From an optimization exercise on the open Yosys and OpenROAD flow, aimed at small area, a short achievable clock period and few clock cycles per item; shortcuts taken in it are not production practice.
Function was checked by simulation only, so behaviour that the tests miss may differ from the original.
Power and IR drop assume default switching activity.

===== design/flow/flow/run.sh =====
#!/bin/bash
# The standard layout, except that ports are buffered with a plain buf_1
# (the resizer still upsizes it where timing needs) instead of a delay cell,
# and the control ports are kept together (flow/io.tcl).
set -euo pipefail
here="$(cd "$(dirname "${BASH_SOURCE[0]}")/.." && pwd)"
cd "$here"
export BUFFER_PORTS_ARGS="-buffer_cell sky130_fd_sc_hd__buf_1"
export IO_CONSTRAINTS="$here/flow/io.tcl"
bash standard.sh finish > standard_make.log 2>&1

===== design/flow/flow/io.tcl =====
# Keep the ports of the short input-to-output and register-to-output control
# paths together, in the middle of the bottom edge.
set_io_pin_constraint -region bottom:230-290 -pin_names {
  lru_idx[0] lru_idx[1] lru_idx[2] acc_idx[0] acc_idx[1] acc_idx[2] acc_en
  req_ready req_valid rsp_ready wb_ready rsp_valid wb_valid
}

===== design/flow/standard.sh =====
#!/bin/bash
# synth_recipe.tcl (not shown) runs the flow's synth.tcl, then flattens the netlist and writes it again
# the make line also repeats each setting of config.mk as NAME=value (left out here)
make -C /OpenROAD-flow-scripts/flow DESIGN_CONFIG=/design/flow/config.mk WORK_HOME=/design/flow/orfs CLKGATE_MAP_FILE= SYNTH_SCRIPT=/design/flow/synth_recipe.tcl "${@:-finish}"

===== design/flow/config.mk =====
export PLATFORM = sky130hd
export DESIGN_NAME = vc_ctrl
export DESIGN_NICKNAME = vc_ctrl
export VERILOG_FILES = /design/flow/design.v
export SDC_FILE = /design/flow/constraint.sdc
export NUM_CORES = 4
export LEC_CHECK = 0
export CAP_MARGIN = 20
export CORE_MARGIN = 2
export CORE_UTILIZATION = 40
export SETUP_SLACK_MARGIN = 3.0
export SLEW_MARGIN = 20

===== design/flow/constraint.sdc =====
create_clock -name core_clock -period 6.0 [get_ports {clk}]
set_input_delay 1.2000 -clock core_clock [delete_from_list [all_inputs] [get_ports {clk}]]
set_output_delay 1.2000 -clock core_clock [all_outputs]
set_load 0.01 [all_outputs]

===== design/flow/design.v =====
package vc_pkg;
   localparam int TAG_W    = 27;
   localparam int LINE_W   = 256;
   localparam int ENTRIES  = 8;
   localparam int VC_IDX_W = 3;
endpackage
import vc_pkg::*;
module vc_tag_match
(
   input  logic [ENTRIES-1:0]            valid_nx,   
   input  logic [ENTRIES-1:0]            wr_en,      
   input  logic [ENTRIES-1:0][TAG_W-1:0] tags,       
   input  logic [TAG_W-1:0]              wr_tag,     
   input  logic [TAG_W-1:0]              req_tag,
   output logic [ENTRIES-1:0]            match       
);
   logic wr_match;
   assign wr_match = (wr_tag == req_tag);
   always_comb begin
      for (int i = 0; i < ENTRIES; i++) begin
         match[i] = valid_nx[i] & (wr_en[i] ? wr_match : (tags[i] == req_tag));
      end
   end
endmodule
import vc_pkg::*;
module vc_ctrl
(
   input  logic                clk,
   input  logic                rst,
   input  logic                req_valid,
   output logic                req_ready,
   input  logic [TAG_W-1:0]    req_tag,
   input  logic                req_has_vic,
   input  logic [TAG_W-1:0]    vic_tag,
   input  logic [LINE_W-1:0]   vic_data,
   input  logic                vic_dirty,
   output logic                rsp_valid,
   input  logic                rsp_ready,
   output logic                rsp_hit,
   output logic [LINE_W-1:0]   rsp_data,
   output logic                rsp_dirty,
   output logic                wb_valid,
   input  logic                wb_ready,
   output logic [TAG_W-1:0]    wb_tag,
   output logic [LINE_W-1:0]   wb_data,
   output logic                acc_en,
   output logic [VC_IDX_W-1:0] acc_idx,
   input  logic [VC_IDX_W-1:0] lru_idx
);
   logic [ENTRIES-1:0]             valid_q, valid_d;
   logic [ENTRIES-1:0]             dirty_q, dirty_d;
   logic [ENTRIES-1:0][TAG_W-1:0]  tag_q;
   logic [ENTRIES-1:0][LINE_W-1:0] data_q;
   logic                           b_valid_q;     
   logic                           b_hv_q;        
   logic                           b_hit_q;
   logic                           b_use_lru_q;   
   logic [ENTRIES-1:0]             b_idx_oh_q;    
   logic [VC_IDX_W-1:0]            b_acc_idx_q;   
   logic                           b_vdirty_q;
   logic [TAG_W-1:0]               b_vtag_q;
   logic [LINE_W-1:0]              b_vdata_q;
   logic                           rsp_valid_q, rsp_hit_q, rsp_dirty_q;
   logic                           wb_valid_q;
   logic [TAG_W-1:0]               wb_tag_q;
   logic [LINE_W-1:0]              out_q;
   logic                           out_free, go, take;
   logic [ENTRIES-1:0]             lru_oh, sel_oh, we, clr;
   logic [TAG_W-1:0]               rd_tag;
   logic [LINE_W-1:0]              rd_data;
   logic                           rd_dirty, lru_dirty;
   logic [ENTRIES-1:0]             match_d, hit_oh_d, free_oh_d, idx_oh_d;
   logic                           hit_d, full_d, use_lru_d;
   logic [VC_IDX_W-1:0]            idx_d;
   assign out_free  = (~rsp_valid_q | rsp_ready) & (~wb_valid_q | wb_ready);
   assign go        = b_valid_q & out_free;
   assign req_ready = ~b_valid_q | out_free;
   assign take      = req_valid & req_ready;
   always_comb begin
      for (int i = 0; i < ENTRIES; i++) begin
         lru_oh[i] = (lru_idx == VC_IDX_W'(i));
      end
   end
   assign sel_oh  = b_use_lru_q ? lru_oh : b_idx_oh_q;
   assign we      = {ENTRIES{go & b_hv_q}} & sel_oh;
   assign clr     = {ENTRIES{go & b_hit_q & ~b_hv_q}} & b_idx_oh_q;
   assign valid_d = (valid_q & ~clr) | we;
   assign dirty_d = (dirty_q & ~clr & ~we) | (we & {ENTRIES{b_vdirty_q}});
   always_comb begin
      rd_data   = '0;
      rd_tag    = '0;
      rd_dirty  = 1'b0;
      lru_dirty = 1'b0;
      for (int i = 0; i < ENTRIES; i++) begin
         rd_data   = rd_data | ({LINE_W{sel_oh[i]}} & data_q[i]);
         rd_tag    = rd_tag  | ({TAG_W{sel_oh[i]}} & tag_q[i]);
         rd_dirty  = rd_dirty | (sel_oh[i] & dirty_q[i]);
         lru_dirty = lru_dirty | (lru_oh[i] & dirty_q[i]);
      end
   end
   vc_tag_match u_match (
      .valid_nx (valid_d),
      .wr_en    (we),
      .tags     (tag_q),
      .wr_tag   (b_vtag_q),
      .req_tag  (req_tag),
      .match    (match_d)
   );
   always_comb begin
      for (int i = 0; i < ENTRIES; i++) begin
         hit_oh_d[i]  = match_d[i] & ~|(match_d & ((ENTRIES'(1) << i) - ENTRIES'(1)));
         free_oh_d[i] = ~valid_d[i] & &(valid_d | ~((ENTRIES'(1) << i) - ENTRIES'(1)));
      end
   end
   assign hit_d    = |match_d;
   assign full_d   = &valid_d;
   assign idx_oh_d = hit_oh_d | ({ENTRIES{~hit_d}} & free_oh_d);
   assign use_lru_d = req_has_vic & ~hit_d & full_d;
   logic [VC_IDX_W-1:0] free_idx;
   logic [ENTRIES-1:0]  m;
   always_comb begin
      free_idx = '0;
      for (int i = 0; i < ENTRIES; i++) begin
         if (free_oh_d[i]) free_idx = free_idx | VC_IDX_W'(i);
      end
   end
   assign m = match_d;
   assign idx_d[2] = ~(m[0] | m[1] | m[2] | m[3]) & (m[4] | m[5] | m[6] | m[7] | free_idx[2]);
   assign idx_d[1] = ~(m[0] | m[1]) & ((m[2] | m[3]) | (~(m[4] | m[5]) & (m[6] | m[7] | free_idx[1])));
   assign idx_d[0] = (~m[0] & m[1])
                   | (~m[0] & ~m[2] & m[3])
                   | (~m[0] & ~m[2] & ~m[4] & m[5])
                   | (~m[0] & ~m[2] & ~m[4] & ~m[6] & (m[7] | free_idx[0]));
   always_ff @(posedge clk or negedge rst) begin
      if (!rst) begin
         valid_q     <= '0;
         dirty_q     <= '0;
         b_valid_q   <= 1'b0;
         b_hv_q      <= 1'b0;
         rsp_valid_q <= 1'b0;
         wb_valid_q  <= 1'b0;
      end else begin
         valid_q     <= valid_d;
         dirty_q     <= dirty_d;
         if (req_ready) begin
            b_valid_q <= req_valid;
            b_hv_q    <= req_valid & req_has_vic;
         end
         rsp_valid_q <= go | (rsp_valid_q & ~rsp_ready);
         wb_valid_q  <= (go & b_use_lru_q & lru_dirty) | (wb_valid_q & ~wb_ready);
      end
   end
   always_ff @(posedge clk) begin
      for (int i = 0; i < ENTRIES; i++) begin
         if (we[i]) begin
            tag_q[i]  <= b_vtag_q;
            data_q[i] <= b_vdata_q;
         end
      end
      b_use_lru_q <= (take & use_lru_d) | (~take & b_use_lru_q);
      b_acc_idx_q <= ({VC_IDX_W{take}} & idx_d) | ({VC_IDX_W{~take}} & b_acc_idx_q);
      if (take) begin
         b_hit_q     <= hit_d;
         b_idx_oh_q  <= idx_oh_d;
         b_vdirty_q  <= vic_dirty;
         b_vtag_q    <= vic_tag;
         b_vdata_q   <= vic_data;
      end
      if (go) begin
         rsp_hit_q   <= b_hit_q;
         rsp_dirty_q <= rd_dirty;
         wb_tag_q    <= rd_tag;
         out_q       <= rd_data;
      end
   end
   assign rsp_valid = rsp_valid_q;
   assign rsp_hit   = rsp_hit_q;
   assign rsp_dirty = rsp_dirty_q;
   assign rsp_data  = out_q;
   assign wb_valid  = wb_valid_q;
   assign wb_tag    = wb_tag_q;
   assign wb_data   = out_q;
   assign acc_en    = b_hv_q & out_free;
   assign acc_idx   = ({VC_IDX_W{b_use_lru_q}} & lru_idx) | b_acc_idx_q;
endmodule

==> out/results.md, run 1 <==
• **Synth Warn #** 2
• **fraction of layout instances using a drive strength above 1** 10.5%
• **antenna-violating nets left** 0
• **Clock Sinks** 2,866
• **maximum VDD drop** 279 µV
• **final std cell area, no fill** 120,000 µm²
• **WP data required** 4800 ps
• **largest net degree at the start of global routing** 130
• **crit end category** output port
• **initial cell density of the core** 40.2%
• **TritonCTS Buffers** 304
• **post-synthesis average cell area** 19.1 µm²
• **Die Y-Extent** 513 µm
• **kind of start point of the critical path** primary input
• **most common cell after layout, fill and taps aside** sky130_fd_sc_hd__edfxtp_1
• **# nets final** 6,517
• **area used by multi-input combinational logic** 14,900 µm²
• **I/O pin count** 868
• **result of the run** finished clean
• **maximum achievable frequency** 0.313 GHz
• **utilization of the core after routing** 46.7%
• **number of inserted filler cells in the final layout** 21.4k
• **Max Slew Vio Count** 0
• **number of global-route vias before repair** 54.2k
• **proportion of synthesized chip area in sequential cells** 83.1%
• **number of hold buffers added after cts** 0
• **path type of the worst min-delay path** in -> async
• **post-synthesis cell area** 103,000 µm²
• **post-synthesis async set-or-reset flop share** 0.698%
• **library cells used by synthesis** 54
• **clock transition at the registers of the reported paths** 60 ps
• **total wirelength of the detailed-routed design** 287 mm
• **reported max-cap violation count** 0
• **slowest stage cell on the critical path** sky130_fd_sc_hd__nor3_4
• **overall power** 0.0496 W
• **Period Utilization, post-route** 53.3%
• **average wire per cell in the routed design** 29.2 µm
• **Core Area** 257,000 µm²
• **cells traversed along the worst timing path** buf_6, and2b_4, nor3_4, buf_2
• **clock network latency to the later pin of the worst-skew pair** 860 ps
• **Layout Skew** 67.6 ps
• **Setup Crit Path Kind** in -> out
• **number of enable flip-flop cells after synthesis** 2,846
• **synthesized net count** 5,739
• **gate count of the mapped netlist** 5,419
• **first-pass GRT wire length** 403 mm
• **final number of hold-violating endpoints** 0
• **worst-case headroom to the max-slew limit** 12.2%
• **area added between synthesis and finish** 16.1%
• **signal arrival time at the worst endpoint** 2000 ps
• **residual overflow from global routing** 0
• **maximum level of the CTS H-tree** 5
• **unrepaired setup endpoints after global routing** true
• **crit-path max FO** 4
• **routability-driven placement congestion ratio** 1.01
• **most frequent cells in the layout** sky130_fd_sc_hd__edfxtp_1, sky130_fd_sc_hd__a22oi_1, sky130_fd_sc_hd__buf_1
• **CTS tree** yes
• **number of search-and-repair iterations in the first detailed-routing pass** 7
• **Via Count** 56.4k
• **area used by sequential logic in the layout** 86,000 µm²
• **Setup Viol. Count Final** 0
• **horizontal die dimension** 513 µm
• **leakage power** 36.9 nW
• **Pwr per Cell Area** 413 nW/µm²
• **dominant cells by area after synthesis** sky130_fd_sc_hd__edfxtp_1, sky130_fd_sc_hd__a22oi_1, sky130_fd_sc_hd__nand4_1, sky130_fd_sc_hd__buf_4, sky130_fd_sc_hd__xnor2_1
• **Die ar.** 263,000 µm²
• **Slowest Stage Delay on Critical Path** 280 ps
• **total placed instance area** 109,000 µm²
• **count of input and output buffers** 867
• **transition time at the pin with the least slew margin** 1320 ps
• **number of antenna violations at the first check in global routing** 22
• **top cell type by total area after synthesis** sky130_fd_sc_hd__edfxtp_1
• **Max clock buf depth** 4
• **post-synthesis sequential element count** 2,866
• **number of DRC markers after the initial detailed-route iteration** 6,794
• **post-route minimum period** 3200 ps
• **FP Rows** 186
• **clock tree root buffer cell** sky130_fd_sc_hd__clkbuf_16
• **Overall Global Routing Usage** 20.9%
• **detailed-route vias per instance** 5.75
• **post-synth top area share** 82.6%
• **Most used DFF post-synth** sky130_fd_sc_hd__edfxtp_1
• **HPWL after detailed placement** 155 mm
• **DRC errors left** 0
where the power goes:
group / internal (W) / switching [W] / leakage (nW)
clock: 0.0107 / 0.00765 / 4.74
combinational: 0.00176 / 0.00447 / 6.01
sequential: 0.0239 / 0.00105 / 26.1
total: 0.0364 / 0.0132 / 36.9
state kept, by name, indices dropped and copies added, names as in the netlist, 8 cells and up, named ones only:
register	flops
dirty_q	8
tag_q	216
b_vdata_q	256
valid_q	8
data_q	2048
b_idx_oh_q	8
wb_tag_q	27
b_vtag_q	27
out_q	256
cell families (layout without fill, tap and decap cells):
group	Yosys count	in the layout	share of synthesized area, %
compound gates	1193	1193	8.59
xor+xnor	243	243	2.06
buf+inv	564	1564	3.02
flops	2866	2866	83.1
mux	3	3	0.0532
other cells	0	11	0
simple gates	550	557	3.22
cell usage after synthesis, types with 11 or more instances:
master,instances
sky130_fd_sc_hd__nor2_1,15
sky130_fd_sc_hd__buf_4,256
sky130_fd_sc_hd__nand3_1,24
sky130_fd_sc_hd__o21ai_0,20
sky130_fd_sc_hd__clkbuf_1,242
sky130_fd_sc_hd__buf_2,31
sky130_fd_sc_hd__nor3_1,17
sky130_fd_sc_hd__edfxtp_1,2846
sky130_fd_sc_hd__nand4_1,382
sky130_fd_sc_hd__xnor2_1,219
sky130_fd_sc_hd__nand2b_1,11
sky130_fd_sc_hd__nor4_1,27
sky130_fd_sc_hd__xor2_1,24
sky130_fd_sc_hd__inv_1,22
sky130_fd_sc_hd__nand2_1,39
sky130_fd_sc_hd__dfrtp_1,20
sky130_fd_sc_hd__a22oi_1,1136
what timing repair did:
action,in CTS,in global routing
buffers inserted,26,12
resized for setup,93,42
pin swaps,9,11
cloned,11,5
setup endpoints to repair,1819,493
layer usage:
layer	global-route usage, %	share of wire (%)	wire [µm]
met1	29.4	41	118000
met2	33.5	48	137000
met3	3.47	8.4	24100
met4	6.16	2.8	8140
met5	0	0.051	147
metrics by stage:
stage | TNS [ps] | instances | setup WS, ps | hold WS, ps
after global placement | 0 | 9221 | 1460 | 525
after global routing | 0 | 9816 | 2780 | 324
after floorplan | -903450 | 5419 | -1720 | 485
final | 0 | 9821 | 2800 | 377
after CTS | 0 | 9793 | 2780 | 286
after detailed placement | 0 | 9221 | 1420 | 529
worst max-delay path, delay by kind of cell:
kind | cells | cell delay (ps)
buffers and inverters | 2 | 290
AND/OR/NAND/NOR | 2 | 500
cell type report:
class	count	share of cell area, %
clock inverter	160	1.41
timing repair inverter	2	0.0146
timing repair buffer	1003	4.31
multi-input combinational	1996	12.4
sequential	2866	71.5
clock buffer	375	6.69
tap	3384	3.52
inverter	24	0.129
antenna	11	0.0229
final timing paths:
kind | from | end | slack [ps] | cells past startpoint
max in group asynchronous | rst | wb_valid_q$_DFF_PN0_ | 5310 | 2
min in group core_clock | vic_data[135] | b_vdata_q[135]$_DFFE_PP_ | 510 | 1
setup / recovery | rsp_ready | acc_en | 2800 | 4
hold reg to reg | data_q[933]$_DFFE_PP_ | out_q[165]$_DFFE_PN_ | 520 | 2
setup reg to reg | flip-flop | out_q[49]$_DFFE_PN_ | 2930 | 8
hold / removal | rst | b_hv_q$_DFFE_PN0N_ | 380 | 2
Testbench counts, summed over its fixed seeds: cycles 3,216, items 3,200.
==> inputs of run 2 (changes only) <==
--- a/design/flow/config.mk
+++ b/design/flow/config.mk
@@ -9,4 +9,6 @@
 export CORE_MARGIN = 2
 export CORE_UTILIZATION = 40
+export CTS_CLUSTER_DIAMETER = 100
+export CTS_CLUSTER_SIZE = 24
 export SETUP_SLACK_MARGIN = 3.0
 export SLEW_MARGIN = 20
==> run 2 against run 1 <==
  * Wire length shrank 1.7%
  * Combinational power is essentially flat
  * Area after synthesis is the same
  * Register-to-register slack gained 60 ps
  * Fmax grew 0.31%
  * Non-clock buffer count grew 4
  * Global-route usage shrank 0.33 points
  * Clock-buffer cell count shrank 221
==> out/results.md, run 2 <==
• **routability-driven placement congestion ratio** 1.01, unchanged
• **most common cell after layout, fill and taps aside** sky130_fd_sc_hd__edfxtp_1
• **largest net degree at the start of global routing** 130, unchanged
• **Die ar.** 263,000 µm², unchanged
• **post-synthesis cell area** 103,000 µm², unchanged
• **most frequent cells in the layout** sky130_fd_sc_hd__edfxtp_1, sky130_fd_sc_hd__a22oi_1, sky130_fd_sc_hd__buf_1
• **number of hold buffers added after cts** 0, unchanged
• **startpoint of the worst setup timing path** rsp_ready
• **path type of the worst min-delay path** in -> async
• **FP Rows** 186, unchanged
• **HPWL after detailed placement** 155 mm, unchanged
• **Period Utilization, post-route** 53.2%, -0.17 points
• **Synth Warn #** 2, unchanged
• **Layout Skew** 52.1 ps, -15.5 ps
• **final std cell area, no fill** 114,000 µm², -4.8%
• **number of search-and-repair iterations in the first detailed-routing pass** 6, -1
• **number of global-route vias before repair** 52.4k, -3.3%
• **detailed-route vias per instance** 5.83, +1.4%
• **maximum achievable frequency** 0.313 GHz, +0.31%
• **fraction of layout instances using a drive strength above 1** 6.94%, -3.5 points
• **WP data required** 4800 ps, about the same
• **reported max-cap violation count** 0, unchanged
• **flip-flop count of the largest register after layout** 2,048, unchanged
• **library cell with the highest instance count after synthesis** sky130_fd_sc_hd__edfxtp_1
• **Via Count** 55.1k, -2.4%
• **number of antenna violations at the first check in global routing** 23, +4.5%
• **synthesized net count** 5,739, unchanged
• **top cell type by total area after synthesis** sky130_fd_sc_hd__edfxtp_1
• **library cells used by synthesis** 54, unchanged
• **Overall Global Routing Usage** 20.6%, -0.33 points
• **worst-case headroom to the max-slew limit** 12.6%, +0.41 points
• **Reg2Reg Setup Slack** 2990 ps, +60 ps
• **leakage power** 34.1 nW, -7.6%
• **overall power** 0.0417 W, -16%
• **Top Registers** data_q: 2048 flops, b_vdata_q: 256 flops, out_q: 256 flops
• **TritonCTS Buffers** 142, -53%
• **dominant cells by area after synthesis** sky130_fd_sc_hd__edfxtp_1, sky130_fd_sc_hd__a22oi_1, sky130_fd_sc_hd__nand4_1, sky130_fd_sc_hd__buf_4, sky130_fd_sc_hd__xnor2_1
• **# nets final** 6,358, -2.4%
• **Die Y-Extent** 513 µm, unchanged
• **clock tree root buffer cell** sky130_fd_sc_hd__clkbuf_16
• **Core Area** 257,000 µm², unchanged
• **gate count of the mapped netlist** 5,419, unchanged
• **signal arrival time at the worst endpoint** 1990 ps, about the same
• **unrepaired setup endpoints after global routing** true
• **CTS tree** yes
• **kind of start point of the critical path** primary input
• **Max clock buf depth** 3, -1
• **post-synthesis sequential element count** 2,866, unchanged
• **clock transition at the registers of the reported paths** 90 ps, +30 ps
• **Setup Viol. Count Final** 0, unchanged
• **number of inserted filler cells in the final layout** 21.8k, +2.1%
• **post-synthesis async set-or-reset flop share** 0.698%, unchanged
• **total placed instance area** 109,000 µm², unchanged
• **result of the run** finished clean
• **transition time at the pin with the least slew margin** 1310 ps, -6.18 ps
• **Setup Crit Path Kind** in -> out
• **DRC errors left** 0, unchanged
• **first-pass GRT wire length** 395 mm, -1.9%
• **average wire per cell in the routed design** 29.8 µm, +2.0%
• **Most used DFF post-synth** sky130_fd_sc_hd__edfxtp_1
• **initial cell density of the core** 40.2%, unchanged
• **most instantiated cells after synthesis** sky130_fd_sc_hd__edfxtp_1, sky130_fd_sc_hd__a22oi_1, sky130_fd_sc_hd__nand4_1, sky130_fd_sc_hd__buf_4, sky130_fd_sc_hd__clkbuf_1
• **final number of hold-violating endpoints** 0, unchanged
• **I/O pin count** 868, unchanged
• **Pwr per Cell Area** 364 nW/µm², -12%
• **residual overflow from global routing** 0, unchanged
• **maximum level of the CTS H-tree** 4, -1
• **maximum VDD drop** 305 µV, +9.4%
• **Biggest register** data_q
• **depth of the worst register-to-register path** 10, +2
• **post-route minimum period** 3190 ps, -9.92 ps
• **antenna-violating nets left** 0, unchanged
• **crit-path max FO** 3, -1
• **clock network latency to the later pin of the worst-skew pair** 830 ps, -30 ps
• **critical path endpoint** acc_en
• **horizontal die dimension** 513 µm, unchanged
• **proportion of synthesized chip area in sequential cells** 83.1%, unchanged
• **number of DRC markers after the initial detailed-route iteration** 6,837, +0.63%
• **post-synth top area share** 82.6%, unchanged
• **Clock Sinks** 2,866, unchanged
• **capture instance of the worst register-to-register path** out_q[137]$_DFFE_PN_
• **number of enable flip-flop cells after synthesis** 2,846, unchanged
• **post-synthesis average cell area** 19.1 µm², unchanged
• **count of input and output buffers** 867, unchanged
• **crit end category** output port
• **Max Slew Vio Count** 0, unchanged
• **total wirelength of the detailed-routed design** 282 mm, -1.7%
• **area added between synthesis and finish** 10.5%
run 2: what timing repair did:
item | 4_1_cts | 5_1_grt
setup endpoints to repair | 1895 | 442
gates cloned | 10 | 4
hold endpoints to repair | 0 | 0
pin swaps | 9 | 11
setup buffers | 26 | 17
resized for setup | 95 | 48
run 2: cell type report:
type / count / area [µm²] / area share (%)
multi-input combinational: 1995 / 14900 / 13.0
sequential: 2866 / 86000 / 75.1
clock buffer: 154 / 3750 / 3.28
inverter: 24 / 155 / 0.136
timing repair buffer: 1007 / 5160 / 4.51
tap: 3384 / 4230 / 3.70
timing repair inverter: 2 / 17.5 / 0.0153
clock inverter: 18 / 226 / 0.198
antenna: 8 / 20.0 / 0.0175
run 2: how the worst min path moves through the flow:
stage / start / to / cells past startpoint
floorplan: dirty_q[2]$_DFF_PN0_ / dirty_q[2]$_DFF_PN0_ / 2
finish: rst / valid_q[1]$_DFF_PN0_ / 2
global route: rst / valid_q[1]$_DFF_PN0_ / 2
global placement: data_q[947]$_DFFE_PP_ / out_q[179]$_DFFE_PN_ / 2
detailed placement: dirty_q[2]$_DFF_PN0_ / dirty_q[2]$_DFF_PN0_ / 2
CTS: rst / valid_q[0]$_DFF_PN0_ / 2
run 2: through the flow:
step | hold slack, ps | util, % | cells | worst slack, ps | TNS, ps
floorplan | 485 | - | 5419 | -1720 | -903450
global placement | 525 | 42.5 | 9221 | 1460 | 0
detailed placement | 529 | 42.5 | 9221 | 1420 | 0
CTS | 295 | 44.3 | 9429 | 2820 | 0
global route | 333 | 44.5 | 9455 | 2820 | 0
finish | 372 | 44.5 | 9458 | 2810 | 0
run 2: cells by family (layout without fill, tap and decap cells):
kind of cell	Yosys count	in the layout	synth area share [%]
AO/OA/AOI/OAI	1193	1193	8.59
XOR/XNOR	243	243	2.06
buffers and inverters	564	1205	3.02
flip-flops	2866	2866	83.1
multiplexers	3	3	0.0532
other	0	8	0
AND/OR/NAND/NOR	550	556	3.22
run 2: per-layer routing:
layer  up-vias  GRT usage (%)  part of all wire, %
met1     28800           29.2                   42
met5         -              0                0.068
met4        30           5.45                  2.6
met3       379           3.20                  7.7
met2      2700           33.2                   48
li1      23200              -                    -
run 2: critical path, stage by stage:
cell and delay [ps]:
sky130_fd_sc_hd__buf_8 90, sky130_fd_sc_hd__and2b_4 210, sky130_fd_sc_hd__nor3_4 290, sky130_fd_sc_hd__buf_2 200
run 2: power by group:
| group | switching (W) | total (W) | internal, W |
|---|---|---|---|
| clock network | 0.00607 | 0.0106 | 0.00453 |
| logic | 0.00445 | 0.00620 | 0.00174 |
| registers | 0.00104 | 0.0249 | 0.0239 |
==> inputs of run 3 (changes only) <==
--- a/design/flow/design.v
+++ b/design/flow/design.v
@@ -63,4 +63,5 @@
    logic                           rsp_valid_q, rsp_hit_q, rsp_dirty_q;
    logic                           wb_valid_q;
+   logic                           rsp_free_q, wb_free_q;   
    logic [TAG_W-1:0]               wb_tag_q;
    logic [LINE_W-1:0]              out_q;
@@ -73,5 +74,5 @@
    logic                           hit_d, full_d, use_lru_d;
    logic [VC_IDX_W-1:0]            idx_d;
-   assign out_free  = (~rsp_valid_q | rsp_ready) & (~wb_valid_q | wb_ready);
+   assign out_free  = (rsp_free_q | rsp_ready) & (wb_free_q | wb_ready);
    assign go        = b_valid_q & out_free;
    assign req_ready = ~b_valid_q | out_free;
@@ -140,4 +141,6 @@
          rsp_valid_q <= 1'b0;
          wb_valid_q  <= 1'b0;
+         rsp_free_q  <= 1'b1;
+         wb_free_q   <= 1'b1;
       end else begin
          valid_q     <= valid_d;
@@ -149,4 +152,6 @@
          rsp_valid_q <= go | (rsp_valid_q & ~rsp_ready);
          wb_valid_q  <= (go & b_use_lru_q & lru_dirty) | (wb_valid_q & ~wb_ready);
+         rsp_free_q  <= ~go & (rsp_free_q | rsp_ready);
+         wb_free_q   <= ~(go & b_use_lru_q & lru_dirty) & (wb_free_q | wb_ready);
       end
    end
==> run 3 against run 2 <==
  * Cell area rose by 0.85%
  * Register-to-register slack improved by 20 ps
  * Hold slack got worse by 7.9 ps
  * Core utilization rose by 0.056 points
  * Die area rose by 0.51%
==> out/results.md, run 3 <==
• **result of the run** finished clean
• **number of search-and-repair iterations in the first detailed-routing pass** 6, unchanged
• **Setup TNS** 0 ps, unchanged
• **proportion of synthesized chip area in sequential cells** 82.7%, -0.37 points
• **Slowest Stage Delay on Critical Path** 270 ps, -20 ps
• **Most used DFF post-synth** sky130_fd_sc_hd__edfxtp_1
• **Biggest register** data_q
• **detailed-route vias per instance** 5.73, -1.7%
• **maximum level of the CTS H-tree** 4, unchanged
• **final worst-path setup slack** 2950 ps, +138 ps
• **final number of hold-violating endpoints** 0, unchanged
• **Core Area** 259,000 µm², +0.72%
• **TritonCTS Buffers** 144, +1.4%
• **Die ar.** 264,000 µm², +0.51%
• **number of enable flip-flop cells after synthesis** 2,846, unchanged
• **Layout Skew** 39.2 ps, -13.0 ps
• **reported max-cap violation count** 0, unchanged
• **first-pass GRT wire length** 383 mm, -3.1%
• **maximum VDD drop** 270 µV, -12%
• **buffers plus inverters on the worst setup path** 2, unchanged
• **post-synthesis sequential element count** 2,868, +0.070%
• **top cell type by total area after synthesis** sky130_fd_sc_hd__edfxtp_1
• **Setup Crit Path Kind** in -> out
• **average wire per cell in the routed design** 28.8 µm, -3.5%
• **horizontal die dimension** 514 µm, +0.25%
• **final non-filler cell total** 9,530, +0.76%
• **slowest stage cell on the critical path** sky130_fd_sc_hd__buf_1
• **HPWL after detailed placement** 157 mm, +0.80%
• **signal arrival time at the worst endpoint** 1850 ps, -140 ps
• **worst r2r src** wb_free_q$_DFF_PN1_
• **cells traversed along the worst timing path** buf_1, o22ai_4, nor2_1, buf_2
• **routability-driven placement congestion ratio** 0.952, -5.5%
• **# nets final** 6,396, +0.60%
• **post-synthesis async set-or-reset flop share** 0.767%, +0.069 points
• **clock transition at the registers of the reported paths** 100 ps, about the same
• **library cell with the highest instance count after synthesis** sky130_fd_sc_hd__edfxtp_1
• **Reg2Reg Setup Slack** 3010 ps, +20 ps
• **transition time at the pin with the least slew margin** 1260 ps, -50.3 ps
• **dominant cells by area after synthesis** sky130_fd_sc_hd__edfxtp_1, sky130_fd_sc_hd__a22oi_1, sky130_fd_sc_hd__a221oi_1, sky130_fd_sc_hd__a22o_1, sky130_fd_sc_hd__xnor2_1
• **Max clock buf depth** 3, unchanged
• **FP Rows** 187, +0.54%
• **Overall Global Routing Usage** 19.9%, -0.71 points
• **leakage power** 34.8 nW, +2.1%
• **most common cell after layout, fill and taps aside** sky130_fd_sc_hd__edfxtp_1
• **initial cell density of the core** 40.2%, -0.083 points
• **residual overflow from global routing** 0, unchanged
• **synthesized net count** 5,749, +0.17%
• **kind of start point of the critical path** primary input
• **WP data required** 4800 ps, about the same
• **crit-path leading delay family** buffers and inverters
• **Clock Sinks** 2,868, +0.070%
• **unrepaired setup endpoints after global routing** true
• **total wirelength of the detailed-routed design** 274 mm, -2.8%
• **post-synthesis cell area** 104,000 µm², +0.51%
• **post-synthesis average cell area** 19.2 µm², +0.33%
• **clock tree root buffer cell** sky130_fd_sc_hd__clkbuf_16
• **worst-case headroom to the max-slew limit** 16.0%, +3.4 points
• **startpoint of the worst setup timing path** wb_ready
• **maximum achievable frequency** 0.328 GHz, +4.5%
• **Synth Warn #** 2, unchanged
• **Max Slew Vio Count** 0, unchanged
• **post-synth top area share** 82.2%, -0.42 points
• **Period Utilization, post-route** 50.9%, -2.3 points
• **path type of the worst min-delay path** in -> async
• **Top Registers** data_q: 2048 flops, b_vdata_q: 256 flops, out_q: 256 flops
• **count of input and output buffers** 867, unchanged
• **crit end category** output port
• **Pwr per Cell Area** 331 nW/µm², -9.1%
• **gate count of the mapped netlist** 5,429, +0.18%
• **number of hold buffers added after cts** 0, unchanged
• **number of DRC markers after the initial detailed-route iteration** 6,258, -8.5%
• **antenna-violating nets left** 0, unchanged
• **post-route minimum period** 3050 ps, -138 ps
• **number of global-route vias before repair** 51.9k, -0.95%
• **Die Y-Extent** 514 µm, +0.25%
• **Via Count** 54.6k, -0.98%
• **number of antenna violations at the first check in global routing** 29, +26%
• **CTS tree** yes
• **Setup Viol. Count Final** 0, unchanged
• **area added between synthesis and finish** 10.9%
• **Post-Place Worst Slack** 1450 ps, +35.1 ps
• **fraction of layout instances using a drive strength above 1** 7.22%, +0.28 points
• **DRC errors left** 0, unchanged
• **largest net degree at the start of global routing** 131, +0.77%
• **most frequent cells in the layout** sky130_fd_sc_hd__edfxtp_1, sky130_fd_sc_hd__buf_1, sky130_fd_sc_hd__a22oi_1
• **crit-path max FO** 4, +1
• **clock network latency to the later pin of the worst-skew pair** 840 ps, about the same
• **cell count after placement** 9,282, +0.66%
• **most instantiated cells after synthesis** sky130_fd_sc_hd__edfxtp_1, sky130_fd_sc_hd__a22oi_1, sky130_fd_sc_hd__nand3_1, sky130_fd_sc_hd__a221oi_1, sky130_fd_sc_hd__a22o_1
• **flip-flop count of the largest register after layout** 2,048, unchanged
• **library cells used by synthesis** 58, +7.4%
• **I/O pin count** 868, unchanged
-- run 3: cell count changes after synthesis, moves of 6 or more --
cell,previous run,this run
sky130_fd_sc_hd__nand3_1,24,302
sky130_fd_sc_hd__nor4_1,27,14
sky130_fd_sc_hd__a22o_1,0,284
sky130_fd_sc_hd__inv_1,22,16
sky130_fd_sc_hd__nand4_1,382,123
sky130_fd_sc_hd__buf_1,10,22
sky130_fd_sc_hd__clkbuf_1,242,229
sky130_fd_sc_hd__xnor2_1,219,243
sky130_fd_sc_hd__a22oi_1,1136,568
sky130_fd_sc_hd__a221oi_1,0,284
sky130_fd_sc_hd__xor2_1,24,0
sky130_fd_sc_hd__nand2_1,39,53
sky130_fd_sc_hd__o21ai_0,20,10
-- run 3: logic make-up (layout without fill, tap and decap cells) --
| family | count (synthesis) | after routing | share of synthesized area, % |
|---|---|---|---|
| mux | 5 | 5 | 0.0746 |
| xor+xnor | 243 | 243 | 2.05 |
| flops | 2868 | 2868 | 82.7 |
| buf+inv | 563 | 1253 | 3.01 |
| compound gates | 1200 | 1200 | 9.38 |
| other cells | 0 | 7 | 0 |
| simple gates | 550 | 552 | 2.80 |
-- run 3: what timing repair did --
item / in CTS / in global routing
pin swaps: 7 / 10
buffers inserted: 19 / 19
gates cloned: 7 / 4
setup endpoints to repair: 2311 / 540
resized for setup: 68 / 31
-- run 3: stage by stage --
step | utilization [%] | total power (W) | area (µm²) | hold WS [ps]
2_1_floorplan | - | 0.0261 | 104000 | 424
3_3_place_gp | 42.6 | 0.0276 | 110000 | 528
3_5_place_dp | 42.6 | 0.0277 | 110000 | 527
4_1_cts | 44.4 | 0.0385 | 115000 | 300
5_1_grt | 44.5 | 0.0394 | 115000 | 326
6_report | 44.5 | 0.0382 | 115000 | 364
-- run 3: final cells by class --
| class | count | area [µm²] |
|---|---|---|
| well taps | 3402 | 4260 |
| clock inverters | 29 | 583 |
| multi-input cells | 2000 | 15200 |
| inverters | 21 | 189 |
| clock buffers | 162 | 3670 |
| diodes | 7 | 17.5 |
| repair inverters | 3 | 26.3 |
| repair buffers | 1038 | 5450 |
| fillers | 22000 | 144000 |
| flip-flops and latches | 2868 | 86000 |
-- run 3: final timing paths --
| check | to | depth (start not counted) |
|---|---|---|
| max | acc_en | 4 |
| min in group core_clock | b_vdata_q[120]$_DFFE_PP_ | 1 |
| max reg2reg | data_q[63]$_DFFE_PP_ | 6 |
| max in group asynchronous | b_hv_q$_DFFE_PN0N_ | 2 |
| min | wb_valid_q$_DFF_PN0_ | 2 |
| min reg2reg | out_q[172]$_DFFE_PN_ | 2 |
-- run 3: report_power, final --
group          switching (W)  internal [W]
Clock                0.00634       0.00459
Sequential          0.000687        0.0230
Combinational        0.00247       0.00110
-- run 3: routing by layer --
metal  vias up  part of all wire, %  global-route usage, %
met5         -                0.088                      0
met4        36                  2.3                   4.77
met3       349                  7.2                   3.20
met2      2333                   49                   32.9
met1     28500                   41                   27.5
li1      23300                    -                      -
Testbench counts of run 3, summed over its fixed seeds: cycles 3,216, items 3,200.
==> inputs of run 4 (changes only) <==
--- a/design/flow/config.mk
+++ b/design/flow/config.mk
@@ -8,5 +8,5 @@
 export CAP_MARGIN = 20
 export CORE_MARGIN = 2
-export CORE_UTILIZATION = 40
+export CORE_UTILIZATION = 60
 export CTS_CLUSTER_DIAMETER = 100
 export CTS_CLUSTER_SIZE = 24
==> run 4 against run 3 <==
  * Still clean
  * Combinational power up 2%
  * Synthesized cell count unchanged
  * Clock skew up 2.3 ps
  * Sequential power about the same
  * Power down 1.4%
  * Cell count down 12%
  * Clock power down 6%
  * Global-route usage up 11 points
  * Wire length up 2.3%
  * Largest cell class unchanged
==> out/results.md, run 4 <==
• **result of the run** finished clean
• **wire length on met2** 139 mm, +2.9%
• **total placed instance area** 108,000 µm², -1.6%
• **Reg2Reg Setup Slack** 2960 ps, -50 ps
• **path type of the worst min-delay path** in -> async
• **worst-case headroom to the max-slew limit** 30.4%, +14 points
• **slowest stage cell on the critical path** sky130_fd_sc_hd__edfxtp_1
• **dominant cells by area after synthesis** sky130_fd_sc_hd__edfxtp_1, sky130_fd_sc_hd__a22oi_1, sky130_fd_sc_hd__a221oi_1, sky130_fd_sc_hd__a22o_1, sky130_fd_sc_hd__xnor2_1
• **unrepaired setup endpoints after global routing** true
• **proportion of synthesized chip area in sequential cells** 82.7%, unchanged
• **post-synthesis sequential element count** 2,868, unchanged
• **Overall Global Routing Usage** 30.9%, +11 points
• **number of search-and-repair iterations in the first detailed-routing pass** 5, -1
• **Most used DFF post-synth** sky130_fd_sc_hd__edfxtp_1
• **Core Area** 172,000 µm², -34%
• **post-synthesis cell area** 104,000 µm², unchanged
• **gate count of the mapped netlist** 5,429, unchanged
• **most frequent cells in the layout** sky130_fd_sc_hd__edfxtp_1, sky130_fd_sc_hd__buf_1, sky130_fd_sc_hd__a22oi_1
• **detailed-route vias per instance** 6.56, +15%
• **final std cell area, no fill** 114,000 µm², -1.6%
• **most instantiated cells after synthesis** sky130_fd_sc_hd__edfxtp_1, sky130_fd_sc_hd__a22oi_1, sky130_fd_sc_hd__nand3_1, sky130_fd_sc_hd__a221oi_1, sky130_fd_sc_hd__a22o_1
• **library cells used by synthesis** 58, unchanged
• **total routed wire length on the met1 layer** 109 mm, -4.2%
• **cell count after placement** 8,150, -12%
• **antenna-violating nets left** 0, unchanged
• **post-route minimum period** 3150 ps, +94.2 ps
• **Post-Route Hold Slack** 370 ps, +5.98 ps
• **reported net switching power** 0.00911 W, -4.0%
• **initial cell density of the core** 60.5%, +20 points
• **# nets final** 6,362, -0.53%
• **flip-flop count of the largest register after layout** 2,048, unchanged
• **count of input and output buffers** 867, unchanged
• **most common cell after layout, fill and taps aside** sky130_fd_sc_hd__edfxtp_1
• **Biggest register** data_q
• **crit end category** output port
• **post-synth top area share** 82.2%, unchanged
• **Setup Crit Path Kind** reg -> out
• **first-pass GRT wire length** 385 mm, +0.51%
• **WP data required** 4800 ps, about the same
• **crit-path leading delay family** buffers and inverters
• **reported max-cap violation count** 0, unchanged
• **synthesized net count** 5,749, unchanged
• **final number of hold-violating endpoints** 0, unchanged
• **cell with the most instances on the worst path** sky130_fd_sc_hd__buf_6
• **total wirelength of the detailed-routed design** 281 mm, +2.3%
• **relative contribution of the clock network to total power** 27.4%, -1.2 points
• **transition time at the pin with the least slew margin** 1040 ps, -216 ps
• **library cell with the highest instance count after synthesis** sky130_fd_sc_hd__edfxtp_1
• **utilization of the core after routing** 66.0%, +21 points
• **Setup Viol. Count Final** 0, unchanged
• **signal arrival time at the worst endpoint** 1950 ps, +100 ps
• **I/O pin count** 868, unchanged
• **clock tree root buffer cell** sky130_fd_sc_hd__clkbuf_16
• **leakage power** 34.6 nW, -0.68%
• **final non-filler cell total** 8,416, -12%
• **residual overflow from global routing** 0, unchanged
• **post-synthesis async set-or-reset flop share** 0.767%, unchanged
• **HPWL after detailed placement** 148 mm, -5.7%
• **crit-path max FO** 2, -2
• **share of total power in sequential cells** 62.9%, +0.8 points
• **largest net degree at the start of global routing** 140, +6.9%
• **top cell type by total area after synthesis** sky130_fd_sc_hd__edfxtp_1
• **TritonCTS Buffers** 137, -4.9%
• **number of inserted filler cells in the final layout** 11.6k, -47%
• **clock transition at the registers of the reported paths** 100 ps, about the same
• **post-synthesis average cell area** 19.2 µm², unchanged
• **Slowest Stage Delay on Critical Path** 420 ps, +150 ps
• **fraction of layout instances using a drive strength above 1** 6.60%, -0.62 points
• **Top Registers** data_q: 2048 flops, b_vdata_q: 256 flops, out_q: 256 flops
• **maximum VDD drop** 325 µV, +20%
• **Clock Sinks** 2,868, unchanged
• **Max clock buf depth** 3, unchanged
• **number of antenna violations at the first check in global routing** 41, +41%
• **maximum achievable frequency** 0.318 GHz, -3.0%
• **area added between synthesis and finish** 9.13%
• **number of enable flip-flop cells after synthesis** 2,846, unchanged
• **CTS tree** yes
• **number of DRC markers after the initial detailed-route iteration** 6,555, +4.7%
• **average wire per cell in the routed design** 33.4 µm, +16%
• **cells traversed along the worst timing path** buf_6, buf_6, buf_6, a21o_4, buf_6
• **Via Count** 55.2k, +1.1%
• **number of global-route vias before repair** 51.4k, -0.93%
• **Max Slew Vio Count** 0, unchanged
• **clock network latency to the later pin of the worst-skew pair** 860 ps, +20 ps
• **Period Utilization, post-route** 52.4%, +1.6 points
• **Die Y-Extent** 420 µm, -18%
• **Routed met3 length** 21.1 mm, +7.2%
• **DRC errors left** 0, unchanged
• **horizontal die dimension** 420 µm, -18%
• **Max Used Layer** met5
• **Combinational Power Share** 9.7%, +0.3 points
• **maximum level of the CTS H-tree** 4, unchanged
• **Synth Warn #** 2, unchanged
• **Die ar.** 177,000 µm², -33%
• **fraction of power spent switching nets** 24.2%, -0.67 points
• **Pwr per Cell Area** 332 nW/µm², +0.23%
• **buffers plus inverters on the worst setup path** 4, +2
• **Layout Skew** 41.5 ps, +2.30 ps
• **kind of start point of the critical path** flip-flop
• **routability-driven placement congestion ratio** 0.985, +3.5%
• **FP Rows** 152, -19%
• **total internal power** 0.0286 W, -0.49%
==> run 4: cell counts after synthesis <==
Identical to the previous run, type by type.
==> run 4: power groups by stage <==
stage               Sequential (W)  Clock [W]  Combinational (W)
finish                      0.0237     0.0103            0.00365
CTS                         0.0237     0.0105            0.00357
detailed placement          0.0242          0            0.00345
floorplan                   0.0240          0            0.00211
global placement            0.0242          0            0.00345
global route                0.0238     0.0111            0.00387
==> run 4: metrics by stage <==
| step | setup WS (ps) | power [W] | TNS [ps] |
|---|---|---|---|
| floorplan | -763 | 0.0261 | -287430 |
| global route | 2800 | 0.0388 | 0 |
| global placement | 1590 | 0.0276 | 0 |
| CTS | 2790 | 0.0378 | 0 |
| finish | 2850 | 0.0377 | 0 |
| detailed placement | 1540 | 0.0277 | 0 |
==> run 4: cells by family after synthesis <==
| group | Yosys count | share of synthesized area (%) |
|---|---|---|
| AOI/OAI and AO/OA | 1200 | 9.38 |
| xor gates and xnor gates | 243 | 2.05 |
| buffers and inverters | 563 | 3.01 |
| DFF | 2868 | 82.7 |
| muxes | 5 | 0.0746 |
| and+or+nand+nor | 550 | 2.80 |
==> run 4: area by class of cell <==
cell class | instances | area (µm²) | area share [%]
antenna | 19 | 47.5 | 0.0419
timing repair buffer | 1010 | 5340 | 4.71
tap | 2310 | 2890 | 2.55
clock buffer | 176 | 3750 | 3.31
inverter | 21 | 154 | 0.136
sequential | 2868 | 86000 | 75.8
multi-input combinational | 2001 | 15200 | 13.4
timing repair inverter | 3 | 22.5 | 0.0198
clock inverter | 8 | 87.6 | 0.0771
==> run 4: repair_timing <==
action,in CTS,in global routing
setup endpoints to repair,2300,372
pin swaps,7,11
hold endpoints to repair,0,0
resized for setup,62,57
hold buffers,0,0
setup buffers,27,16
gates cloned,11,9
==> run 4: path summary, 6_finish.rpt <==
| kind | to | depth (start not counted) |
|---|---|---|
| hold / removal | dirty_q[1]$_DFF_PN0_ | 2 |
| setup reg to reg | out_q[49]$_DFFE_PN_ | 11 |
| hold reg to reg | out_q[124]$_DFFE_PN_ | 2 |
| setup / recovery | acc_idx[2] | 5 |
| min in group core_clock | b_vdata_q[8]$_DFFE_PP_ | 1 |
| max in group asynchronous | rsp_free_q$_DFF_PN1_ | 2 |
==> run 4: routing by layer <==
layer  track usage [%]  vias up
met5                 0        -
met4              13.0       14
met3              3.66      487
met2              49.9     2715
met1              43.2    28700
li1                  -    23300
==> inputs of run 5 (changes only) <==
--- a/design/flow/config.mk
+++ b/design/flow/config.mk
@@ -8,5 +8,5 @@
 export CAP_MARGIN = 20
 export CORE_MARGIN = 2
-export CORE_UTILIZATION = 60
+export CORE_UTILIZATION = 50
 export CTS_CLUSTER_DIAMETER = 100
 export CTS_CLUSTER_SIZE = 24
==> run 5 against run 4 <==
  * Clock-buffer cell count is 18 lower
  * Largest power group unchanged
  * Power up 0.85%
  * Global-route usage fell by 4.9 points
  * Sequential share of layout area fell by 0.36 points
  * Combinational power hardly changed
  * Critical endpoint is now acc_idx[1]
  * Synthesized cell count unchanged
  * Clock power about the same
==> out/results.md, run 5 <==
• **result of the run** finished clean
• **post-route minimum period** 3190 ps, +45.3 ps
• **kind of start point of the critical path** primary input
• **GRT met3 Usage** 3.92%, +0.26 points
• **Synth Warn #** 2, unchanged
• **Clock Sinks** 2,868, unchanged
• **first-pass GRT wire length** 391 mm, +1.7%
• **Die ar.** 212,000 µm², +20%
• **area used by multi-input combinational logic** 15,200 µm², +0.24%
• **HPWL after detailed placement** 150 mm, +1.8%
• **Layout Skew** 28.5 ps, -12.9 ps
• **unrepaired setup endpoints after global routing** true
• **Die Y-Extent** 460 µm, +9.5%
• **Max Slew Vio Count** 0, unchanged
• **residual overflow from global routing** 0, unchanged
• **dominant cells by area after synthesis** sky130_fd_sc_hd__edfxtp_1, sky130_fd_sc_hd__a22oi_1, sky130_fd_sc_hd__a221oi_1, sky130_fd_sc_hd__a22o_1, sky130_fd_sc_hd__xnor2_1
• **post-synth top area share** 82.2%, unchanged
• **Slowest Stage Delay on Critical Path** 230 ps, -190 ps
• **total internal power** 0.0288 W, +0.62%
• **Core Area** 207,000 µm², +20%
• **met2 usage in global routing** 41.5%, -8.4 points
• **# nets final** 6,354, -0.13%
• **Max clock buf depth** 3, unchanged
• **detailed-route vias per instance** 6.22, -5.1%
• **maximum achievable frequency** 0.313 GHz, -1.4%
• **number of inserted filler cells in the final layout** 15.9k, +36%
• **Overall Global Routing Usage** 25.9%, -4.9 points
• **post-synthesis sequential element count** 2,868, unchanged
• **CTS tree** yes
• **largest net degree at the start of global routing** 139, -0.71%
• **final non-filler cell total** 8,782, +4.3%
• **horizontal die dimension** 460 µm, +9.5%
• **gate count of the mapped netlist** 5,429, unchanged
• **total placed instance area** 109,000 µm², +0.32%
• **Combinational Power Share** 9.7%, about the same
• **number of DRC markers after the initial detailed-route iteration** 6,204, -5.4%
• **cell count after placement** 8,533, +4.7%
• **clock tree root buffer cell** sky130_fd_sc_hd__clkbuf_16
• **average wire per cell in the routed design** 32.1 µm, -3.8%
• **Most used DFF post-synth** sky130_fd_sc_hd__edfxtp_1
• **most common cell after layout, fill and taps aside** sky130_fd_sc_hd__edfxtp_1
• **utilization of the core after routing** 55.1%, -11 points
• **WP data required** 4800 ps, about the same
• **buffers plus inverters on the worst setup path** 2, -2
• **path type of the worst min-delay path** in -> async
• **flip-flop count of the largest register after layout** 2,048, unchanged
• **capture instance of the worst register-to-register path** b_idx_oh_q[4]$_DFFE_PP_
• **share of total power in sequential cells** 62.5%, -0.4 points
• **met1 layer usage reported by global route** 37.0%, -6.3 points
• **clock network latency to the later pin of the worst-skew pair** 840 ps, -20 ps
• **slowest stage cell on the critical path** sky130_fd_sc_hd__buf_1
• **number of global-route vias before repair** 51.7k, +0.60%
• **crit-path max FO** 6, +4
• **routability-driven placement congestion ratio** 0.950, -3.6%
• **maximum level of the CTS H-tree** 4, unchanged
• **area used by sequential logic in the layout** 86,000 µm², unchanged
• **worst-case headroom to the max-slew limit** 22.5%, -7.9 points
• **count of input and output buffers** 867, unchanged
• **Top Registers** data_q: 2048 flops, b_vdata_q: 256 flops, out_q: 256 flops
• **worst r2r src** rsp_free_q$_DFF_PN1_
• **relative contribution of the clock network to total power** 27.9%, +0.5 points
• **crit-path leading delay family** buffers and inverters
• **library cells used by synthesis** 58, unchanged
• **maximum VDD drop** 297 µV, -8.5%
• **crit end category** output port
• **post-synthesis cell area** 104,000 µm², unchanged
• **transition time at the pin with the least slew margin** 1160 ps, +119 ps
• **leakage power** 34.7 nW, +0.30%
• **most instantiated cells after synthesis** sky130_fd_sc_hd__edfxtp_1, sky130_fd_sc_hd__a22oi_1, sky130_fd_sc_hd__nand3_1, sky130_fd_sc_hd__a221oi_1, sky130_fd_sc_hd__a22o_1
• **FP Rows** 167, +9.9%
• **final number of hold-violating endpoints** 0, unchanged
• **post-synthesis async set-or-reset flop share** 0.767%, unchanged
• **reported net switching power** 0.00925 W, +1.6%
• **Pwr per Cell Area** 333 nW/µm², +0.37%
• **clock transition at the registers of the reported paths** 100 ps, about the same
• **DRC errors left** 0, unchanged
• **reported max-cap violation count** 0, unchanged
• **depth of the worst register-to-register path** 10, -1
• **cells traversed along the worst timing path** buf_1, nand2_1, nand2b_1, clkbuf_2
• **synthesized net count** 5,749, unchanged
• **I/O pin count** 868, unchanged
• **Post-Route Hold Slack** 406 ps, +36.4 ps
• **number of antenna violations at the first check in global routing** 39, -4.9%
• **fraction of power spent switching nets** 24.3%, +0.17 points
• **most frequent cells in the layout** sky130_fd_sc_hd__edfxtp_1, sky130_fd_sc_hd__buf_1, sky130_fd_sc_hd__a22oi_1
• **proportion of synthesized chip area in sequential cells** 82.7%, unchanged
• **layer with the highest usage** met2
• **fraction of layout instances using a drive strength above 1** 6.68%, +0.076 points
• **Period Utilization, post-route** 53.2%, +0.75 points
• **antenna-violating nets left** 0, unchanged
• **signal arrival time at the worst endpoint** 1990 ps, +40 ps
• **initial cell density of the core** 50.3%, -10 points
• **Setup Crit Path Kind** in -> out
• **total wirelength of the detailed-routed design** 282 mm, +0.40%
• **Reg2Reg Setup Slack** 2970 ps, about the same
• **TritonCTS Buffers** 139, +1.5%
• **Via Count** 54.6k, -1.0%
• **Biggest register** data_q
• **overall power** 0.0380 W, +0.85%
• **top cell type by total area after synthesis** sky130_fd_sc_hd__edfxtp_1
• **number of search-and-repair iterations in the first detailed-routing pass** 5, unchanged
• **Crit path depth** 4, -1
• **number of enable flip-flop cells after synthesis** 2,846, unchanged
• **post-synthesis average cell area** 19.2 µm², unchanged
• **area added between synthesis and finish** 9.66%
• **final std cell area, no fill** 114,000 µm², +0.48%
• **Setup Viol. Count Final** 0, unchanged
• **library cell with the highest instance count after synthesis** sky130_fd_sc_hd__edfxtp_1
## run 5: cell type report
class                      count  area share [%]
clock inverter                12           0.183
timing repair inverter         6          0.0428
tap                         2704            2.97
antenna                       15          0.0329
inverter                      21           0.160
multi-input combinational   2000            13.4
sequential                  2868            75.4
clock buffer                 158            3.27
timing repair buffer         998            4.58
## run 5: through the flow
step | setup WS (ps) | setup TNS, ps
3_3_place_gp | 1570 | 0
6_report | 2810 | 0
5_1_grt | 2790 | 0
2_1_floorplan | -763 | -287430
3_5_place_dp | 1540 | 0
4_1_cts | 2730 | 0
## run 5: metal layers
metal  share of wire, %  vias to the layer above
li1                   -                    23300
met1                 41                    28500
met2                 48                     2430
met3                7.2                      427
met4                3.3                       36
met5              0.079                        -
## run 5: kinds of logic after synthesis
| logic type | count (synthesis) | synth area share [%] |
|---|---|---|
| flip-flops | 2868 | 82.7 |
| AO/OA/AOI/OAI | 1200 | 9.38 |
| buffers and inverters | 563 | 3.01 |
| AND/OR/NAND/NOR | 550 | 2.80 |
| XOR/XNOR | 243 | 2.05 |
| multiplexers | 5 | 0.0746 |
## run 5: worst max-delay path by stage
| stage | slack (ps) | from | end |
|---|---|---|---|
| after floorplan | -760 | wb_ready | b_idx_oh_q[4]$_DFFE_PP_ |
| after detailed placement | 1540 | rsp_ready | data_q[1073]$_DFFE_PP_ |
| final | 2810 | lru_idx[1] | acc_idx[1] |
| after global placement | 1570 | wb_ready | data_q[1070]$_DFFE_PP_ |
| after global routing | 2790 | flip-flop | acc_idx[2] |
| after CTS | 2730 | lru_idx[1] | acc_idx[1] |
## run 5: repair_timing
| action | CTS | global route |
|---|---|---|
| buffers inserted | 35 | 8 |
| endpoints found under the setup margin | 2343 | 555 |
| gates resized for setup | 83 | 39 |
| pin swaps | 7 | 4 |
| gates cloned | 16 | 4 |
| hold buffers | 0 | 0 |
## run 5: power by group through the flow
stage / sequential (W) / combinational (W) / clock, W
global route: 0.0238 / 0.00391 / 0.0114
detailed placement: 0.0242 / 0.00344 / 0
finish: 0.0238 / 0.00368 / 0.0106
CTS: 0.0238 / 0.00366 / 0.0108
floorplan: 0.0240 / 0.00211 / 0
global placement: 0.0242 / 0.00344 / 0
==> inputs of run 6 (changes only) <==
--- a/design/flow/config.mk
+++ b/design/flow/config.mk
@@ -11,4 +11,4 @@
 export CTS_CLUSTER_DIAMETER = 100
 export CTS_CLUSTER_SIZE = 24
-export SETUP_SLACK_MARGIN = 3.0
+export SETUP_SLACK_MARGIN = 3.2
 export SLEW_MARGIN = 20
==> run 6 against run 5 <==
  * Cell area grew 1.9%
  * Clock power is essentially flat
  * Die area is the same
  * Register-to-register slack gained 120 ps
  * Sequential share of layout area shrank 1.4 points
  * Power grew 0.96%
  * Area after synthesis is the same
  * Global-route usage grew 0.64 points
  * Hold slack lost 21 ps
  * Sequential power is essentially flat
  * Critical endpoint is now acc_idx[2]
==> out/results.md, run 6 <==
• **Most used DFF post-synth** sky130_fd_sc_hd__edfxtp_1
• **average wire per cell in the routed design** 33.7 µm, +5.1%
• **multiplexer fraction of the synthesized cell area** 0.0746%, unchanged
• **clock network latency to the later pin of the worst-skew pair** 850 ps, about the same
• **WP data required** 4800 ps, about the same
• **post-synthesis cell area** 104,000 µm², unchanged
• **Simple-Gate Fraction of Synth Area** 2.80%, unchanged
• **result of the run** finished clean
• **fraction of layout instances using a drive strength above 1** 9.22%, +2.5 points
• **DRC errors left** 0, unchanged
• **layer with the highest usage** met2
• **Via Count** 55.8k, +2.1%
• **first-pass GRT wire length** 399 mm, +1.8%
• **maximum VDD drop** 304 µV, +2.3%
• **number of DRC markers after the initial detailed-route iteration** 6,846, +10%
• **leakage power** 35.7 nW, +2.8%
• **proportion of synthesized chip area in sequential cells** 82.7%, unchanged
• **Layout Skew** 43.3 ps, +14.8 ps
• **antenna-violating nets left** 0, unchanged
• **residual overflow from global routing** 0, unchanged
• **worst-case headroom to the max-slew limit** 25.0%, +2.6 points
• **library cells used by synthesis** 58, unchanged
• **clock transition at the registers of the reported paths** 110 ps, about the same
• **crit-path max FO** 3, -3
• **# nets final** 6,453, +1.6%
• **Biggest register** data_q
• **Clock Sinks** 2,868, unchanged
• **post-synthesis average cell area** 19.2 µm², unchanged
• **post-synthesis async set-or-reset flop share** 0.767%, unchanged
• **most common cell after layout, fill and taps aside** sky130_fd_sc_hd__edfxtp_1
• **post-route minimum period** 3170 ps, -20.0 ps
• **I/O pin count** 868, unchanged
• **Setup Viol. Count Final** 0, unchanged
• **signal arrival time at the worst endpoint** 1970 ps, -20 ps
• **final non-filler cell total** 8,870, +1.0%
• **Overall Global Routing Usage** 26.6%, +0.64 points
• **post-synth top area share** 82.2%, unchanged
• **top cell type by total area after synthesis** sky130_fd_sc_hd__edfxtp_1
• **maximum achievable frequency** 0.315 GHz, +0.63%
• **share of synthesized cell area in full adder, half adder and majority cells** 0%, unchanged
• **dominant cells by area after synthesis** sky130_fd_sc_hd__edfxtp_1, sky130_fd_sc_hd__a22oi_1, sky130_fd_sc_hd__a221oi_1, sky130_fd_sc_hd__a22o_1, sky130_fd_sc_hd__xnor2_1
• **initial cell density of the core** 50.3%, unchanged
• **Die ar.** 212,000 µm², unchanged
• **Period Utilization, post-route** 52.9%, -0.33 points
• **Pwr per Cell Area** 330 nW/µm², -0.94%
• **Synth Warn #** 2, unchanged
• **met2 usage in global routing** 43.5%, +2.0 points
• **total wirelength of the detailed-routed design** 299 mm, +6.2%
• **synthesized net count** 5,749, unchanged
• **reported max-cap violation count** 0, unchanged
• **final number of hold-violating endpoints** 0, unchanged
• **transition time at the pin with the least slew margin** 1120 ps, -38.6 ps
• **Reg2Reg Setup Slack** 3090 ps, +120 ps
• **Max Slew Vio Count** 0, unchanged
• **worst r2r src** wb_free_q$_DFF_PN1_
• **area added between synthesis and finish** 11.8%
• **Max clock buf depth** 3, unchanged
• **HPWL after detailed placement** 154 mm, +2.3%
• **depth of the worst register-to-register path** 8, -2
• **Post-Route Hold Slack** 386 ps, -20.6 ps
• **library cell with the highest instance count after synthesis** sky130_fd_sc_hd__edfxtp_1
• **capture instance of the worst register-to-register path** data_q[1832]$_DFFE_PP_
• **utilization of the core after routing** 56.2%, +1.1 points
• **met1 layer usage reported by global route** 37.5%, +0.56 points
• **most frequent cells in the layout** sky130_fd_sc_hd__edfxtp_1, sky130_fd_sc_hd__buf_1, sky130_fd_sc_hd__a22oi_1
• **post-synthesis sequential element count** 2,868, unchanged
• **number of global-route vias before repair** 52.0k, +0.53%
• **TritonCTS Buffers** 139, unchanged
• **Die Y-Extent** 460 µm, unchanged
• **fraction of the mapped netlist area in compound gates** 9.38%, unchanged
• **number of antenna violations at the first check in global routing** 24, -38%
• **horizontal die dimension** 460 µm, unchanged
• **Top Registers** data_q: 2048 flops, b_vdata_q: 256 flops, out_q: 256 flops
• **FP Rows** 167, unchanged
• **clock tree root buffer cell** sky130_fd_sc_hd__clkbuf_16
• **unrepaired setup endpoints after global routing** true
• **CTS tree** yes
• **GRT met3 Usage** 3.49%, -0.43 points
• **detailed-route vias per instance** 6.29, +1.1%
• **largest net degree at the start of global routing** 141, +1.4%
• **gate count of the mapped netlist** 5,429, unchanged
• **Setup Crit Path Kind** reg -> out
• **routability-driven placement congestion ratio** 0.920, -3.1%
• **flip-flop count of the largest register after layout** 2,048, unchanged
• **number of search-and-repair iterations in the first detailed-routing pass** 5, unchanged
• **cell count after placement** 8,543, +0.12%
• **Core Area** 207,000 µm², unchanged
• **path type of the worst min-delay path** in -> async
• **number of enable flip-flop cells after synthesis** 2,846, unchanged
• **count of input and output buffers** 867, unchanged
• **kind of start point of the critical path** flip-flop
• **share of the synthesized netlist area taken by xor and xnor gates** 2.05%, unchanged
• **crit end category** output port
• **maximum level of the CTS H-tree** 4, unchanged
• **most instantiated cells after synthesis** sky130_fd_sc_hd__edfxtp_1, sky130_fd_sc_hd__a22oi_1, sky130_fd_sc_hd__nand3_1, sky130_fd_sc_hd__a221oi_1, sky130_fd_sc_hd__a22o_1
• **combinational family with the most area after synthesis** compound AO/OA/AOI/OAI gates
==> run 6: cell counts after synthesis <==
Identical to the previous run, type by type.
==> run 6: logic make-up after synthesis <==
group,after synthesis
AOI/OAI and AO/OA,1200
xor gates and xnor gates,243
buffers and inverters,563
DFF,2868
muxes,5
and+or+nand+nor,550
==> run 6: how the worst max path moves through the flow <==
stage                     cells after the start  slack, ps       start                 endpoint
after detailed placement                      6       1280  lru_idx[0]    data_q[922]$_DFFE_PP_
final                                         4       2830   flip-flop               acc_idx[2]
after floorplan                              10       -760    wb_ready  b_idx_oh_q[4]$_DFFE_PP_
after CTS                                     4       2790   flip-flop               acc_idx[2]
after global placement                        6       1220  lru_idx[0]   data_q[1499]$_DFFE_PP_
after global routing                          4       2780   flip-flop               acc_idx[2]
==> run 6: metal layers <==
metal	wire, µm	up-vias
li1	-	23500
met1	120000	29200
met2	147000	2720
met3	22300	417
met4	9730	22
met5	150	-
==> run 6: layout make-up <==
class / count / area (µm²)
diodes: 4 / 10.0
clock buffers: 153 / 3620
clock inverters: 17 / 282
fillers: 15600 / 90600
inverters: 21 / 211
multi-input cells: 1999 / 15700
flip-flops and latches: 2868 / 86000
well taps: 2704 / 3380
repair buffers: 1096 / 6960
repair inverters: 8 / 75.1
==> run 6: what timing repair did <==
item	4_1_cts	5_1_grt
pin swaps	17	34
hold buffers	0	0
setup buffers	53	53
setup endpoints to repair	2559	962
resized for setup	156	145
cloned	23	24
==> run 6: worst max-delay path, stage by stage (launching register included) <==
cell and delay [ps]:
sky130_fd_sc_hd__edfxtp_1 490, sky130_fd_sc_hd__buf_6 180, sky130_fd_sc_hd__buf_8 110, sky130_fd_sc_hd__a21o_1 200, sky130_fd_sc_hd__buf_2 160
==> run 6: power breakdown <==
| part | internal [W] | switching [W] | total, W |
|---|---|---|---|
| clock | 0.00442 | 0.00609 | 0.0105 |
| sequential | 0.0230 | 0.000719 | 0.0238 |
| combinational | 0.00136 | 0.00276 | 0.00412 |
| total | 0.0288 | 0.00957 | 0.0384 |
==> run 6: metrics by stage <==
step	total power [W]	setup slack (ps)	TNS, ps	area (µm²)
global route	0.0395	2780	0	116000
floorplan	0.0261	-763	-287440	104000
detailed placement	0.0277	1280	0	109000
CTS	0.0382	2790	0	115000
global placement	0.0277	1220	0	109000
finish	0.0384	2830	0	116000

==> re-timing with driven ports <==
How much do the figures lean on ideal ports? The routed layouts below were timed once more, with nothing changed but the port constraints.
Step 1 (the two cells are an assumption about what drives the block):
set clk [get_ports {clk}]
set_driving_cell -lib_cell sky130_fd_sc_hd__clkbuf_16 $clk
set_driving_cell -lib_cell sky130_fd_sc_hd__buf_2 [delete_from_list [all_inputs] $clk]
Step 2 moves the port delays by t, midway between the first and last clock arrival at a register: inputs arrive t later, outputs are due t later. That takes back most of the time a late clock gives input paths.
a / b / c = no drivers / after step 1 / after step 2; a / b = the first two.
run	shift t [ns]	setup WS [ns]	cell pins on the clock port's net
run 1	0.909	2.800 / 2.748 / 2.039	1
run 2	0.888	2.810 / 2.761 / 2.049	1
run 3	0.920	2.948 / 2.819 / 2.069	1
run 4	0.926	2.854 / 2.760 / 2.044	1
run 5	0.918	2.808 / 2.683 / 2.032	1
run 6	0.918	2.828 / 2.737 / 2.222	1
After both steps setup and hold are still met in every run listed. For run 3, which loses most, drivers alone change the setup slack by -0.129 ns; drivers and shift together by -0.879 ns.
